Background: an optimization exercise with open tools, aiming at a short achievable clock period and few clock cycles per item. Do not read the settings as production practice. The RTL was checked by simulation tests, not by an equivalence proof against the original design. Power and IR drop assume default switching activity.

`config.mk`:
```
export PLATFORM = sky130hd
export DESIGN_NAME = mrv1_top
export DESIGN_NICKNAME = mrv1_top
export VERILOG_FILES = /design/flow/design.v
export SDC_FILE = /design/flow/constraint.sdc
export NUM_CORES = 4
export LEC_CHECK = 0
export CAP_MARGIN = 20
export CORE_MARGIN = 2
export CORE_UTILIZATION = 45
export PLACE_DENSITY = 0.6
export SETUP_SLACK_MARGIN = 3.8
export SLEW_MARGIN = 20
```
`constraint.sdc`:
```
create_clock -name core_clock -period 6.5 [get_ports {clk_i}]
set_input_delay 1.3000 -clock core_clock [delete_from_list [all_inputs] [get_ports {clk_i}]]
set_output_delay 1.3000 -clock core_clock [all_outputs]
set_load 0.01 [all_outputs]
```
`design.v`:
```
package mrv1_pkg;
    localparam int NUM_TW    = 4;
    localparam int TWID_W    = 2;
    localparam int DATA_W    = 32;
    localparam int RF_ADDR_W = 5;
    localparam int ITAG_W    = 3;
    localparam int IMM_W     = 16;
    localparam int CNT_W     = 16;
    typedef logic [TWID_W-1:0]    twid_t;
    typedef logic [DATA_W-1:0]    data_t;
    typedef logic [RF_ADDR_W-1:0] rf_addr_t;
    typedef logic [ITAG_W-1:0]    itag_t;
    typedef logic [IMM_W-1:0]     imm_t;
    typedef logic [CNT_W-1:0]     cnt_t;
    typedef enum logic [2:0] {
        ADD = 3'd0,
        SUB = 3'd1,
        AND = 3'd2,
        OR  = 3'd3,
        XOR = 3'd4,
        SLL = 3'd5,
        SRL = 3'd6,
        LDI = 3'd7
    } alu_op_e;
    typedef enum logic [1:0] {
        IDLE  = 2'd0,
        RUN   = 2'd1,
        STALL = 2'd2
    } issue_state_e;
    typedef struct packed {
        twid_t    twid;
        alu_op_e  op;
        rf_addr_t rd;
        rf_addr_t rs0;
        rf_addr_t rs1;
        imm_t     imm;
    } insn_t;
    typedef struct packed {
        logic     vld;
        twid_t    twid;
        alu_op_e  op;
        rf_addr_t rd;
        itag_t    itag;
        data_t    src0;
        data_t    src1;
    } exec_req_t;
    typedef struct packed {
        logic     vld;
        twid_t    twid;
        rf_addr_t rd;
        itag_t    itag;
        data_t    data;
    } retire_t;
endpackage
`timescale 1ns/1ps
module mrv1_tag_counter (
    input  logic            clk_i,
    input  logic            rst_down_w,
    input  logic            issue_i,
    input  logic            retire_i,
    output mrv1_pkg::itag_t itag_o,
    output mrv1_pkg::cnt_t  retire_cnt_o
);
    mrv1_pkg::itag_t itag_q;
    mrv1_pkg::cnt_t  cnt_q;
    always_ff @(posedge clk_i) begin
        if (rst_down_w) begin
            itag_q <= '0;
        end else if (issue_i) begin
            itag_q <= itag_q + mrv1_pkg::itag_t'(1);
        end
    end
    always_ff @(posedge clk_i) begin
        if (rst_down_w) begin
            cnt_q <= '0;
        end else if (retire_i && (cnt_q != '1)) begin
            cnt_q <= cnt_q + mrv1_pkg::cnt_t'(1);
        end
    end
    assign itag_o       = itag_q;
    assign retire_cnt_o = cnt_q;
endmodule
`timescale 1ns/1ps
module mrv1_issue_ctrl (
    input  logic                clk_i,
    input  logic                rst_down_w,
    input  logic                fetch_en_i,
    input  logic                insn_vld_i,
    input  mrv1_pkg::insn_t     insn_i,
    input  mrv1_pkg::itag_t     itag_i,
    input  logic                e_vld_i,
    input  mrv1_pkg::twid_t     e_twid_i,
    input  mrv1_pkg::rf_addr_t  e_rd_i,
    input  logic                r_vld_i,
    input  mrv1_pkg::twid_t     r_twid_i,
    input  mrv1_pkg::rf_addr_t  r_rd_i,
    output logic                insn_rdy_o,
    output logic                accept_o,
    output mrv1_pkg::rf_addr_t  d1_rs0_o,
    output mrv1_pkg::rf_addr_t  d1_rs1_o,
    output logic                d_vld_o,
    output mrv1_pkg::twid_t     d_twid_o,
    output logic [7:0]          d_op_o,       
    output mrv1_pkg::rf_addr_t  d_rd_o,
    output mrv1_pkg::data_t     d_imm_o,
    output mrv1_pkg::itag_t     d_itag_o,
    output logic                d_fe0_o,      
    output logic                d_fe1_o,      
    output logic [9:0]          d_src0_o,     
    output logic [10:0]         d_src1_o      
);
    logic               d1_vld_q;
    mrv1_pkg::twid_t    d1_twid_q;
    mrv1_pkg::alu_op_e  d1_op_q;
    mrv1_pkg::rf_addr_t d1_rd_q;
    mrv1_pkg::rf_addr_t d1_rs0_q;
    mrv1_pkg::rf_addr_t d1_rs1_q;
    mrv1_pkg::imm_t     d1_imm_q;
    mrv1_pkg::itag_t    d1_itag_q;
    logic               d_vld_q;
    mrv1_pkg::twid_t    d_twid_q;
    mrv1_pkg::rf_addr_t d_rd_q;
    logic               src_vld;
    logic [7:0]         op_oh;
    logic               fr0, fw0, fr1, fw1;
    logic [7:0]         grp0, grp1;
    function automatic logic src_match(input logic vld, input mrv1_pkg::twid_t twid,
                                       input mrv1_pkg::rf_addr_t rd,
                                       input mrv1_pkg::twid_t in_twid,
                                       input mrv1_pkg::rf_addr_t rs);
        src_match = vld && (twid == in_twid) && (rd != '0) && (rd == rs);
    endfunction
    assign insn_rdy_o = fetch_en_i;
    assign accept_o   = insn_vld_i && fetch_en_i && !rst_down_w;
    always_ff @(posedge clk_i) begin
        d1_vld_q <= accept_o;
    end
    always_ff @(posedge clk_i) begin
        d1_twid_q <= insn_i.twid;
        d1_op_q   <= insn_i.op;
        d1_rd_q   <= insn_i.rd;
        d1_rs0_q  <= insn_i.rs0;
        d1_rs1_q  <= insn_i.rs1;
        d1_imm_q  <= insn_i.imm;
        d1_itag_q <= itag_i;
    end
    assign d1_rs0_o = d1_rs0_q;
    assign d1_rs1_o = d1_rs1_q;
    assign src_vld = (d1_op_q != mrv1_pkg::LDI);
    always_comb begin
        op_oh = '0;
        op_oh[d1_op_q] = 1'b1;
    end
    always_comb begin
        grp0 = '0;
        grp1 = '0;
        grp0[{d1_twid_q, d1_rs0_q[4]}] = 1'b1;
        grp1[{d1_twid_q, d1_rs1_q[4]}] = 1'b1;
    end
    assign fr0 = src_vld && src_match(e_vld_i, e_twid_i, e_rd_i, d1_twid_q, d1_rs0_q);
    assign fw0 = src_vld && src_match(r_vld_i, r_twid_i, r_rd_i, d1_twid_q, d1_rs0_q);
    assign fr1 = src_vld && src_match(e_vld_i, e_twid_i, e_rd_i, d1_twid_q, d1_rs1_q);
    assign fw1 = src_vld && src_match(r_vld_i, r_twid_i, r_rd_i, d1_twid_q, d1_rs1_q);
    always_ff @(posedge clk_i) begin
        if (rst_down_w) begin
            d_vld_q <= 1'b0;
        end else begin
            d_vld_q <= d1_vld_q;
        end
    end
    always_ff @(posedge clk_i) begin
        d_twid_q <= d1_twid_q;
        d_op_o   <= op_oh;
        d_rd_q   <= d1_rd_q;
        d_imm_o  <= {{(mrv1_pkg::DATA_W-mrv1_pkg::IMM_W){d1_imm_q[mrv1_pkg::IMM_W-1]}}, d1_imm_q};
        d_itag_o <= d1_itag_q;
        d_fe0_o  <= src_vld && src_match(d_vld_q, d_twid_q, d_rd_q, d1_twid_q, d1_rs0_q);
        d_fe1_o  <= src_vld && src_match(d_vld_q, d_twid_q, d_rd_q, d1_twid_q, d1_rs1_q);
        d_src0_o <= {fw0 && !fr0, fr0, (src_vld && !fr0 && !fw0) ? grp0 : 8'd0};
        d_src1_o <= {!src_vld, fw1 && !fr1, fr1, (src_vld && !fr1 && !fw1) ? grp1 : 8'd0};
    end
    assign d_vld_o  = d_vld_q;
    assign d_twid_o = d_twid_q;
    assign d_rd_o   = d_rd_q;
endmodule
`timescale 1ns/1ps
module mrv1_rf (
    input  logic               clk_i,
    input  logic               clr_i,       
    input  mrv1_pkg::rf_addr_t rs0_addr_i,
    input  mrv1_pkg::rf_addr_t rs1_addr_i,
    input  logic [mrv1_pkg::NUM_TW*(2**mrv1_pkg::RF_ADDR_W)-1:0] w_en_i,   
    input  mrv1_pkg::data_t    w_data_i,
    output logic [8*mrv1_pkg::DATA_W-1:0] grp0_o,   
    output logic [8*mrv1_pkg::DATA_W-1:0] grp1_o
);
    localparam int NUM_REGS = 2 ** mrv1_pkg::RF_ADDR_W;
    localparam int NUM_ENT  = mrv1_pkg::NUM_TW * NUM_REGS;
    localparam int GRP_SZ   = 16;
    localparam int NUM_GRP  = NUM_ENT / GRP_SZ;
    mrv1_pkg::data_t regs_q [NUM_ENT];
    mrv1_pkg::data_t w_data;
    assign w_data = w_data_i & {mrv1_pkg::DATA_W{!clr_i}};
    always_ff @(posedge clk_i) begin
        for (int e = 0; e < NUM_ENT; e++) begin
            if (w_en_i[e] || clr_i) begin
                regs_q[e] <= w_data;
            end
        end
    end
    mrv1_pkg::data_t  grp0_q [NUM_GRP];
    mrv1_pkg::data_t  grp1_q [NUM_GRP];
    for (genvar g = 0; g < NUM_GRP; g++) begin : g_grp
        logic [GRP_SZ*mrv1_pkg::DATA_W-1:0] ent;
        mrv1_pkg::data_t rd0, rd1;
        for (genvar i = 0; i < GRP_SZ; i++) begin : g_e
            assign ent[i*mrv1_pkg::DATA_W +: mrv1_pkg::DATA_W] = regs_q[g*GRP_SZ + i];
        end
        mrv1_rf_mux #(.SEL_W(4)) mux0 (.ent_i(ent), .sel_i(rs0_addr_i[3:0]), .data_o(rd0));
        mrv1_rf_mux #(.SEL_W(4)) mux1 (.ent_i(ent), .sel_i(rs1_addr_i[3:0]), .data_o(rd1));
        always_ff @(posedge clk_i) begin
            grp0_q[g] <= rd0;
            grp1_q[g] <= rd1;
        end
    end
    for (genvar g = 0; g < NUM_GRP; g++) begin : g_out
        assign grp0_o[g*mrv1_pkg::DATA_W +: mrv1_pkg::DATA_W] = grp0_q[g];
        assign grp1_o[g*mrv1_pkg::DATA_W +: mrv1_pkg::DATA_W] = grp1_q[g];
    end
endmodule
module mrv1_rf_mux #(
    parameter int SEL_W = 4
) (
    input  logic [(2**SEL_W)*mrv1_pkg::DATA_W-1:0] ent_i,
    input  logic [SEL_W-1:0]                        sel_i,
    output mrv1_pkg::data_t                         data_o
);
    localparam int W = mrv1_pkg::DATA_W;
    for (genvar l = 0; l <= SEL_W; l++) begin : g_lvl
        logic [(2**(SEL_W-l))*W-1:0] v;
        if (l == 0) begin : g_in
            assign v = ent_i;
        end else begin : g_sel
            for (genvar i = 0; i < 2**(SEL_W-l); i++) begin : g_m
                assign v[i*W +: W] = sel_i[l-1] ? g_lvl[l-1].v[(2*i+1)*W +: W]
                                                : g_lvl[l-1].v[(2*i)*W +: W];
            end
        end
    end
    assign data_o = g_lvl[SEL_W].v;
endmodule
`timescale 1ns/1ps
module mrv1_alu (
    input  logic                clk_i,
    input  logic                rst_down_w,
    input  logic                d_vld_i,
    input  mrv1_pkg::twid_t     d_twid_i,
    input  logic [7:0]          d_op_i,
    input  mrv1_pkg::rf_addr_t  d_rd_i,
    input  mrv1_pkg::data_t     d_imm_i,
    input  mrv1_pkg::itag_t     d_itag_i,
    input  logic                d_fe0_i,
    input  logic                d_fe1_i,
    input  logic [9:0]          d_src0_i,
    input  logic [10:0]         d_src1_i,
    input  logic [8*mrv1_pkg::DATA_W-1:0] rf_grp0_i,
    input  logic [8*mrv1_pkg::DATA_W-1:0] rf_grp1_i,
    input  mrv1_pkg::data_t     ret_data_i,
    input  mrv1_pkg::data_t     wb_data_i,
    output mrv1_pkg::retire_t   alu_stage_o
);
    localparam int W = mrv1_pkg::DATA_W;
    logic               e_vld_q;
    mrv1_pkg::twid_t    e_twid_q;
    mrv1_pkg::rf_addr_t e_rd_q;
    mrv1_pkg::itag_t    e_itag_q;
    mrv1_pkg::data_t    ad_a_q, ad_b_q;      
    mrv1_pkg::data_t    sb_a_q, sb_b_q;      
    mrv1_pkg::data_t    lg_a_q, lg_b_q;      
    logic [2:0]         lg_op_q;
    mrv1_pkg::data_t    sl_a_q, sr_a_q;      
    logic [4:0]         sl_sh_q, sr_sh_q;
    mrv1_pkg::data_t    a_old, b_old;
    mrv1_pkg::data_t    result;
    logic u_add, u_sub, u_ldi, u_lg, u_sl, u_sr, fe0, fe1;
    always_comb begin
        a_old = ({W{d_src0_i[8]}} & ret_data_i) | ({W{d_src0_i[9]}} & wb_data_i);
        b_old = ({W{d_src1_i[8]}} & ret_data_i) | ({W{d_src1_i[9]}} & wb_data_i)
              | ({W{d_src1_i[10]}} & d_imm_i);
        for (int g = 0; g < 8; g++) begin
            a_old = a_old | ({W{d_src0_i[g]}} & rf_grp0_i[g*W +: W]);
            b_old = b_old | ({W{d_src1_i[g]}} & rf_grp1_i[g*W +: W]);
        end
    end
    assign u_add = d_op_i[mrv1_pkg::ADD];
    assign u_sub = d_op_i[mrv1_pkg::SUB];
    assign u_ldi = d_op_i[mrv1_pkg::LDI];
    assign u_lg  = d_op_i[mrv1_pkg::AND] | d_op_i[mrv1_pkg::OR] | d_op_i[mrv1_pkg::XOR];
    assign u_sl  = d_op_i[mrv1_pkg::SLL];
    assign u_sr  = d_op_i[mrv1_pkg::SRL];
    assign fe0   = d_fe0_i;
    assign fe1   = d_fe1_i;
    always_ff @(posedge clk_i) begin
        if (rst_down_w) begin
            e_vld_q <= 1'b0;
        end else begin
            e_vld_q <= d_vld_i;
        end
    end
    always_ff @(posedge clk_i) begin
        e_twid_q <= d_twid_i;
        e_rd_q   <= d_rd_i;
        e_itag_q <= d_itag_i;
        ad_a_q  <= (fe0 && u_add) ? result : u_add ? a_old : '0;
        ad_b_q  <= (fe1 && u_add) ? result : (u_add || u_ldi) ? b_old : '0;
        sb_a_q  <= (fe0 && u_sub) ? result : u_sub ? a_old : '0;
        sb_b_q  <= (fe1 && u_sub) ? result : u_sub ? b_old : '0;
        lg_a_q  <= (fe0 && u_lg) ? result : u_lg ? a_old : '0;
        lg_b_q  <= (fe1 && u_lg) ? result : u_lg ? b_old : '0;
        lg_op_q <= {d_op_i[mrv1_pkg::XOR], d_op_i[mrv1_pkg::OR], d_op_i[mrv1_pkg::AND]};
        sl_a_q  <= (fe0 && u_sl) ? result : u_sl ? a_old : '0;
        sl_sh_q <= (fe1 && u_sl) ? result[4:0] : u_sl ? b_old[4:0] : '0;
        sr_a_q  <= (fe0 && u_sr) ? result : u_sr ? a_old : '0;
        sr_sh_q <= (fe1 && u_sr) ? result[4:0] : u_sr ? b_old[4:0] : '0;
    end
    mrv1_pkg::data_t lg_res;
    assign lg_res = ({W{lg_op_q[0]}} & (lg_a_q & lg_b_q))
                  | ({W{lg_op_q[1]}} & (lg_a_q | lg_b_q))
                  | ({W{lg_op_q[2]}} & (lg_a_q ^ lg_b_q));
    assign result = (ad_a_q + ad_b_q) | (sb_a_q - sb_b_q) | lg_res | (sl_a_q << sl_sh_q) | (sr_a_q >> sr_sh_q);
    always_comb begin
        alu_stage_o.vld  = e_vld_q;
        alu_stage_o.twid = e_twid_q;
        alu_stage_o.rd   = e_rd_q;
        alu_stage_o.itag = e_itag_q;
        alu_stage_o.data = result;
    end
endmodule
`timescale 1ns/1ps
module mrv1_retire (
    input  logic               clk_i,
    input  logic               rst_down_w,
    input  mrv1_pkg::retire_t  alu_stage_i,
    output mrv1_pkg::retire_t  retire_o,
    output mrv1_pkg::data_t    wb_data_o,
    output logic [mrv1_pkg::NUM_TW*(2**mrv1_pkg::RF_ADDR_W)-1:0] rf_w_en_o,
    output mrv1_pkg::data_t    rf_w_data_o
);
    mrv1_pkg::retire_t ret_q;
    mrv1_pkg::data_t   wb_data_q;
    logic [mrv1_pkg::NUM_TW*(2**mrv1_pkg::RF_ADDR_W)-1:0] we_q;
    always_ff @(posedge clk_i) begin
        if (rst_down_w) begin
            ret_q.vld <= 1'b0;
            we_q      <= '0;
        end else begin
            ret_q.vld <= alu_stage_i.vld;
            we_q      <= '0;
            if (alu_stage_i.vld && (alu_stage_i.rd != '0)) begin
                we_q[{alu_stage_i.twid, alu_stage_i.rd}] <= 1'b1;
            end
        end
    end
    always_ff @(posedge clk_i) begin
        ret_q.twid <= alu_stage_i.twid;
        ret_q.rd   <= alu_stage_i.rd;
        ret_q.itag <= alu_stage_i.itag;
        ret_q.data <= alu_stage_i.data;
        wb_data_q  <= ret_q.data;
    end
    assign retire_o  = ret_q;
    assign wb_data_o = wb_data_q;
    assign rf_w_en_o   = we_q;
    assign rf_w_data_o = ret_q.data;
endmodule
`timescale 1ns/1ps
module mrv1_core (
    input  logic              clk_i,
    input  logic              rst_down_w,
    input  logic              fetch_en_i,
    input  logic              insn_vld_i,
    input  mrv1_pkg::insn_t   insn_i,
    output logic              insn_rdy_o,
    output mrv1_pkg::retire_t retire_o,
    output mrv1_pkg::cnt_t    retire_cnt_o
);
    logic               accept_w;
    mrv1_pkg::itag_t    itag_w;
    mrv1_pkg::rf_addr_t d1_rs0_w;
    mrv1_pkg::rf_addr_t d1_rs1_w;
    logic               d_vld_w;
    mrv1_pkg::twid_t    d_twid_w;
    logic [7:0]         d_op_w;
    mrv1_pkg::rf_addr_t d_rd_w;
    mrv1_pkg::data_t    d_imm_w;
    mrv1_pkg::itag_t    d_itag_w;
    logic               d_fe0_w, d_fe1_w;
    logic [9:0]         d_src0_w;
    logic [10:0]        d_src1_w;
    logic [8*mrv1_pkg::DATA_W-1:0] rf_grp0_w;
    logic [8*mrv1_pkg::DATA_W-1:0] rf_grp1_w;
    mrv1_pkg::retire_t  alu_stage_w;
    logic [mrv1_pkg::NUM_TW*(2**mrv1_pkg::RF_ADDR_W)-1:0] rf_w_en_w;
    mrv1_pkg::data_t    rf_w_data_w;
    mrv1_pkg::data_t    wb_data_w;
    logic               rf_clr_q;
    always_ff @(posedge clk_i) begin
        rf_clr_q <= rst_down_w;
    end
    mrv1_issue_ctrl issue0 (
        .clk_i      (clk_i),
        .rst_down_w (rst_down_w),
        .fetch_en_i (fetch_en_i),
        .insn_vld_i (insn_vld_i),
        .insn_i     (insn_i),
        .itag_i     (itag_w),
        .e_vld_i    (alu_stage_w.vld),
        .e_twid_i   (alu_stage_w.twid),
        .e_rd_i     (alu_stage_w.rd),
        .r_vld_i    (retire_o.vld),
        .r_twid_i   (retire_o.twid),
        .r_rd_i     (retire_o.rd),
        .insn_rdy_o (insn_rdy_o),
        .accept_o   (accept_w),
        .d1_rs0_o   (d1_rs0_w),
        .d1_rs1_o   (d1_rs1_w),
        .d_vld_o    (d_vld_w),
        .d_twid_o   (d_twid_w),
        .d_op_o     (d_op_w),
        .d_rd_o     (d_rd_w),
        .d_imm_o    (d_imm_w),
        .d_itag_o   (d_itag_w),
        .d_fe0_o    (d_fe0_w),
        .d_fe1_o    (d_fe1_w),
        .d_src0_o   (d_src0_w),
        .d_src1_o   (d_src1_w)
    );
    mrv1_tag_counter tag0 (
        .clk_i        (clk_i),
        .rst_down_w   (rst_down_w),
        .issue_i      (accept_w),
        .retire_i     (retire_o.vld),
        .itag_o       (itag_w),
        .retire_cnt_o (retire_cnt_o)
    );
    mrv1_rf rf0 (
        .clk_i      (clk_i),
        .clr_i      (rf_clr_q),
        .rs0_addr_i (d1_rs0_w),
        .rs1_addr_i (d1_rs1_w),
        .w_en_i     (rf_w_en_w),
        .w_data_i   (rf_w_data_w),
        .grp0_o     (rf_grp0_w),
        .grp1_o     (rf_grp1_w)
    );
    mrv1_alu alu0 (
        .clk_i         (clk_i),
        .rst_down_w    (rst_down_w),
        .d_vld_i       (d_vld_w),
        .d_twid_i      (d_twid_w),
        .d_op_i        (d_op_w),
        .d_rd_i        (d_rd_w),
        .d_imm_i       (d_imm_w),
        .d_itag_i      (d_itag_w),
        .d_fe0_i       (d_fe0_w),
        .d_fe1_i       (d_fe1_w),
        .d_src0_i      (d_src0_w),
        .d_src1_i      (d_src1_w),
        .rf_grp0_i     (rf_grp0_w),
        .rf_grp1_i     (rf_grp1_w),
        .ret_data_i    (retire_o.data),
        .wb_data_i     (wb_data_w),
        .alu_stage_o   (alu_stage_w)
    );
    mrv1_retire ret0 (
        .clk_i       (clk_i),
        .rst_down_w  (rst_down_w),
        .alu_stage_i (alu_stage_w),
        .retire_o    (retire_o),
        .wb_data_o   (wb_data_w),
        .rf_w_en_o   (rf_w_en_w),
        .rf_w_data_o (rf_w_data_w)
    );
endmodule
`timescale 1ns/1ps
module mrv1_top (
    input  logic        clk_i,
    input  logic        rst_down_w,
    input  logic        fetch_en_i,
    input  logic        insn_vld_i,
    input  logic [1:0]  insn_twid_i,
    input  logic [2:0]  insn_op_i,
    input  logic [4:0]  insn_rd_i,
    input  logic [4:0]  insn_rs0_i,
    input  logic [4:0]  insn_rs1_i,
    input  logic [15:0] insn_imm_i,
    output logic        insn_rdy_o,
    output logic        retire_vld_o,
    output logic [1:0]  retire_twid_o,
    output logic [4:0]  retire_rd_o,
    output logic [2:0]  retire_itag_o,
    output logic [31:0] retire_data_o,
    output logic [15:0] retire_cnt_o
);
    mrv1_pkg::insn_t   insn_w;
    mrv1_pkg::retire_t retire_w;
    always_comb begin
        insn_w.twid = insn_twid_i;
        insn_w.op   = mrv1_pkg::alu_op_e'(insn_op_i);
        insn_w.rd   = insn_rd_i;
        insn_w.rs0  = insn_rs0_i;
        insn_w.rs1  = insn_rs1_i;
        insn_w.imm  = insn_imm_i;
    end
    mrv1_core core0 (
        .clk_i        (clk_i),
        .rst_down_w   (rst_down_w),
        .fetch_en_i   (fetch_en_i),
        .insn_vld_i   (insn_vld_i),
        .insn_i       (insn_w),
        .insn_rdy_o   (insn_rdy_o),
        .retire_o     (retire_w),
        .retire_cnt_o (retire_cnt_o)
    );
    assign retire_vld_o  = retire_w.vld;
    assign retire_twid_o = retire_w.twid;
    assign retire_rd_o   = retire_w.rd;
    assign retire_itag_o = retire_w.itag;
    assign retire_data_o = retire_w.data;
endmodule
```
`run.sh`:
```
#!/bin/bash
# synth_recipe.tcl (not shown) runs the flow's synth.tcl, then flattens the netlist and writes it again
# the make line also repeats each setting of config.mk as NAME=value (left out here)
make -C /OpenROAD-flow-scripts/flow DESIGN_CONFIG=/design/flow/config.mk WORK_HOME=/design/flow/orfs CLKGATE_MAP_FILE= SYNTH_SCRIPT=/design/flow/synth_recipe.tcl finish
```
==> impl_metrics.py <==
metrics = {
    "outcome": {
        "status": "finished clean",
    },
    "cells_and_area": {
        "stdcell_count": 19392,
        "n_fill_cell": 38735,
        "syn2layout_area_growth_pct": 17.09,
        "drive_above_1_share_pct": 40.76,
        "nets": 12348,
        "multi_input_area_mm2": 0.08014,
        "regArea_mm2": 0.1456,
    },
    "sta": {
        "hold_viol": 0,
        "rsz0062_at_grt": "yes",
        "holdWs_ns": 0.3077,
        "drv_slew": 0,
        "setup_viol": 0,
        "slew_headroom_pct": 14.87,
        "worst_pin_slew_ns": 1.277,
        "timing.fmax_mhz": 315.1,
        "period_share_pct": 48.82,
        "worst_slack_ns": 3.326,
        "worst_clock_skew_ns": 0.08833,
        "fin_setup_tns_ns": 0,
        "post-route-min-period_ns": 3.174,
    },
    "drt": {
        "vias_per_cell": 6.821,
        "drtIter0Drc": 21251,
        "first_pass_iters": 13,
        "drt-total-wl_um": 844800,
        "ant_nets": 0,
        "drc_errors": 0,
        "via_count": 132280,
        "wl_per_cell_um": 43.57,
    },
    "clocking": {
        "root_buffer": "clkbuf_16",
        "clk_latency_ns": 1.14,
        "h-tree-depth": 6,
        "clk_pin_slew_ns": 0.06,
        "tritoncts": "built",
        "cts_max_path_buffers": 4,
        "cts_buffers": 567,
        "clkSinkCount": 5209,
    },
    "logic_synthesis": {
        "synth_area_per_cell_um2": 19.52,
        "netlist_instances": 11530,
        "yosysWarnings": 10,
        "ys_seq_area_share_pct": 64.56,
        "synth.cell_area_mm2": 0.2250,
        "synth.distinct_cells": 94,
        "syn_nets": 11714,
        "ys.flop_type": "edfxtp_1",
        "yosys_register_bits": 5209,
        "synth-edff-count": 4096,
        "synthArstFlopShare_pct": 0,
    },
    "pwr": {
        "vdd_drop_max_v": 0.0003600,
        "seqPwrFrac_pct": 49.0,
        "power_density_mw_per_mm2": 372.4,
        "internal_power_mw": 69.99,
        "combinationalPowerShare_pct": 17.6,
        "switching_power_mw": 28.12,
        "clkPwrFrac_pct": 33.4,
        "swShare_pct": 28.66,
        "p_leak_nw": 90.56,
    },
    "worst_setup_path": {
        "critical_path_class": "reg2reg",
        "worstSetupEndpointType": "flip-flop",
        "required_ns": 7.45,
        "cp.arrival_ns": 4.12,
        "critical_path_peak_fanout": 17,
        "cp-start-kind": "flip-flop",
    },
    "die": {
        "dieArea_mm2": 0.5058,
        "io_pins": 100,
        "num_rows": 259,
        "core_mm2": 0.4978,
        "die_x_um": 711.2,
        "die_height_um": 711.2,
        "start_util_pct": 45.21,
    },
    "placed_design": {
        "dp_hpwl_um": 527700,
        "place_congestion": 0.9985,
        "port_buffers": 99,
        "dp.cells": 17868,
        "dp_slack_ns": 2.227,
    },
    "global_routing": {
        "grtUsageTotal_pct": 32.84,
        "first_global_vias": 131316,
        "grt_overflow_total": 0,
        "antenna_found_initial": 87,
        "grt_start_max_net_pins": 129,
        "grt_first_pass_wirelength_um": 1133000,
    },
    "worst_hold_path": {
        "hold_class": "reg2reg",
    },
    "job": {
        "drv_cap": 0,
    },
}
[worst max-delay path, stage by stage (launching register included)]
cell      delay [ns]
dfxtp_1         0.30
buf_4           0.26
nand2_1         0.12
buf_4           0.33
nand2_1         0.16
a221oi_2        0.63
nand3_1         0.58
nor2_1          0.46
a211oi_1        0.11
[power groups by stage]
| stage | Combinational (mW) | Sequential (mW) | Clock [mW] |
|---|---|---|---|
| 6_report | 17.3 | 48.1 | 32.8 |
| 5_1_grt | 17.6 | 48.4 | 34.3 |
| 4_1_cts | 16.6 | 47.9 | 33.0 |
| 3_5_place_dp | 14.7 | 48.8 | 0 |
| 3_3_place_gp | 14.4 | 48.2 | 0 |
| 2_1_floorplan | 8.99 | 45.7 | 0 |
[layout by cell type, fill, tap and decap left out, types with 73 or more instances in the layout]
master | Yosys | layout
edfxtp_1 | 4096 | 4096
mux4_2 | 2535 | 2546
dfxtp_1 | 1113 | 994
clkbuf_16 | 0 | 596
buf_4 | 4 | 524
nor2_1 | 315 | 291
nand2_1 | 292 | 271
buf_6 | 8 | 162
a21oi_1 | 225 | 157
a22oi_1 | 160 | 144
clkbuf_1 | 534 | 138
inv_1 | 155 | 127
mux2i_1 | 142 | 127
clkinv_2 | 0 | 106
a211oi_1 | 161 | 103
ha_1 | 142 | 98
and2_1 | 156 | 95
nor2b_1 | 131 | 95
diode_2 | 0 | 92
buf_12 | 1 | 90
o21ai_0 | 124 | 76
nand3_1 | 92 | 73
[cells in the mapped netlist (all sizes together) (8+ instances only)]
master / instances / area (um2)
a2111oi: 10 / 150.1
a211o: 10 / 87.58
a211oi: 165 / 1259
a21o: 22 / 165.2
a21oi: 229 / 1161
a221oi: 62 / 549.3
a222oi: 39 / 390.4
a22o: 57 / 499.2
a22oi: 160 / 1201
a31oi: 16 / 100.1
and2: 156 / 975.9
and3: 49 / 306.5
buf: 300 / 1276
clkbuf: 535 / 2012
dfxtp: 1113 / 22280
edfxtp: 4096 / 123000
ha: 142 / 1777
inv: 157 / 589.3
mux2: 22 / 247.7
mux2i: 142 / 1421
mux4: 2546 / 57380
nand2: 292 / 1096
nand2b: 14 / 87.58
nand3: 92 / 460.4
nand4: 49 / 306.5
nor2: 315 / 1182
nor2b: 131 / 819.5
nor3: 62 / 325.3
nor4: 14 / 153.9
o2111ai: 8 / 70.07
o211ai: 14 / 105.1
o21a: 20 / 150.1
o21ai: 129 / 645.6
o22ai: 10 / 62.56
or2: 132 / 825.8
or3: 16 / 100.1
xnor2: 46 / 402.9
xor2: 54 / 473.0
[sequential cells by signal, summed over array words and instances (netlist names), 43 cells and up]
signal            flops
core0.ret0.ret_q     43
core0.ret0.we_q     128
core0.rf0.grp0_q    256
core0.rf0.grp1_q    256
core0.rf0.regs_q   4096
[what timing repair did]
| action | 4_1_cts | 5_1_grt |
|---|---|---|
| hold buffers | 0 | 0 |
| gates cloned | 28 | 14 |
| hold endpoints to repair | 0 | 0 |
| resized for setup | 1200 | 327 |
| buffers inserted | 252 | 86 |
| endpoints found under the setup margin | 3589 | 696 |
| pin swaps | 201 | 176 |
[cell type report]
cell class	count	share of cell area (%)
well taps	6655	3.160
repair buffers	892	3.724
diodes	92	0.08737
clock inverters	268	1.066
inverters	159	0.2374
multi-input cells	5335	30.41
clock buffers	782	6.056
flip-flops and latches	5209	55.25
[cells by family after synthesis]
group | Yosys count | share of synthesized area (%)
xor gates and xnor gates | 100 | 0.3892
DFF | 5209 | 64.56
AOI/OAI and AO/OA | 1021 | 3.217
buffers and inverters | 994 | 1.726
and+or+nand+nor | 1352 | 3.064
adders and majority gates | 144 | 0.8073
muxes | 2710 | 26.24
[layer usage]
layer / up-vias / GRT usage, % / share of wire (%)
li1: 50078 / - / -
met1: 71319 / 43.24 / 36
met2: 9022 / 48.27 / 44
met3: 1825 / 10.85 / 13
met4: 36 / 18.35 / 6.9
met5: - / 0.3676 / 0.094
[per-stage QoR]
stage / cell area (um2) / utilization (%) / total power [mW]
after floorplan: 225100 / - / 54.70
after global placement: 235500 / 47.30 / 62.56
after detailed placement: 235500 / 47.31 / 63.46
after CTS: 260900 / 52.41 / 97.43
after global routing: 263300 / 52.90 / 100.3
final: 263500 / 52.94 / 98.11
[final timing paths]
kind	slack, ns	to	from	depth (start not counted)
min reg2reg	0.31	core0.issue0.d_rd_q[1]	core0.issue0.d1_rd_q[1]	0
min	0.31	core0.issue0.d_rd_q[1]	core0.issue0.d1_rd_q[1]	0
max	3.33	core0.alu0.sb_b_q[19]	core0.issue0.d_src1_o[10]	8
max reg2reg	3.33	core0.alu0.sb_b_q[19]	core0.issue0.d_src1_o[10]	8
Testbench counts, summed over its fixed seeds: cycles 24,024, items 24,000.

afterwards: timing with drivers on the ports:
The flow's constraints put no driver on any port. The routed layout listed below was extracted and timed again, unchanged, in two steps.
Step 1 sets driving cells, clkbuf_16 on the clock port and buf_2 on the other inputs (assumed; they add their load-dependent delay and slew).
Step 2, shift: input delay + t, output delay - t, t = (earliest + latest rising clock arrival at the registers) / 2. This alone moves slack from input paths to output paths.
Slacks: no drivers / after step 1 / after step 2; pairs: no drivers / after step 1.
shift t [ns]: 1.220
setup slack, ns: 3.326 / 3.297 / 2.937
worst register clock-pin slew, ns: 0.07 / 0.07
After both steps this run still meets setup and hold. The setup slack of this run moves by -0.029 ns with the drivers and by -0.389 ns with both steps.
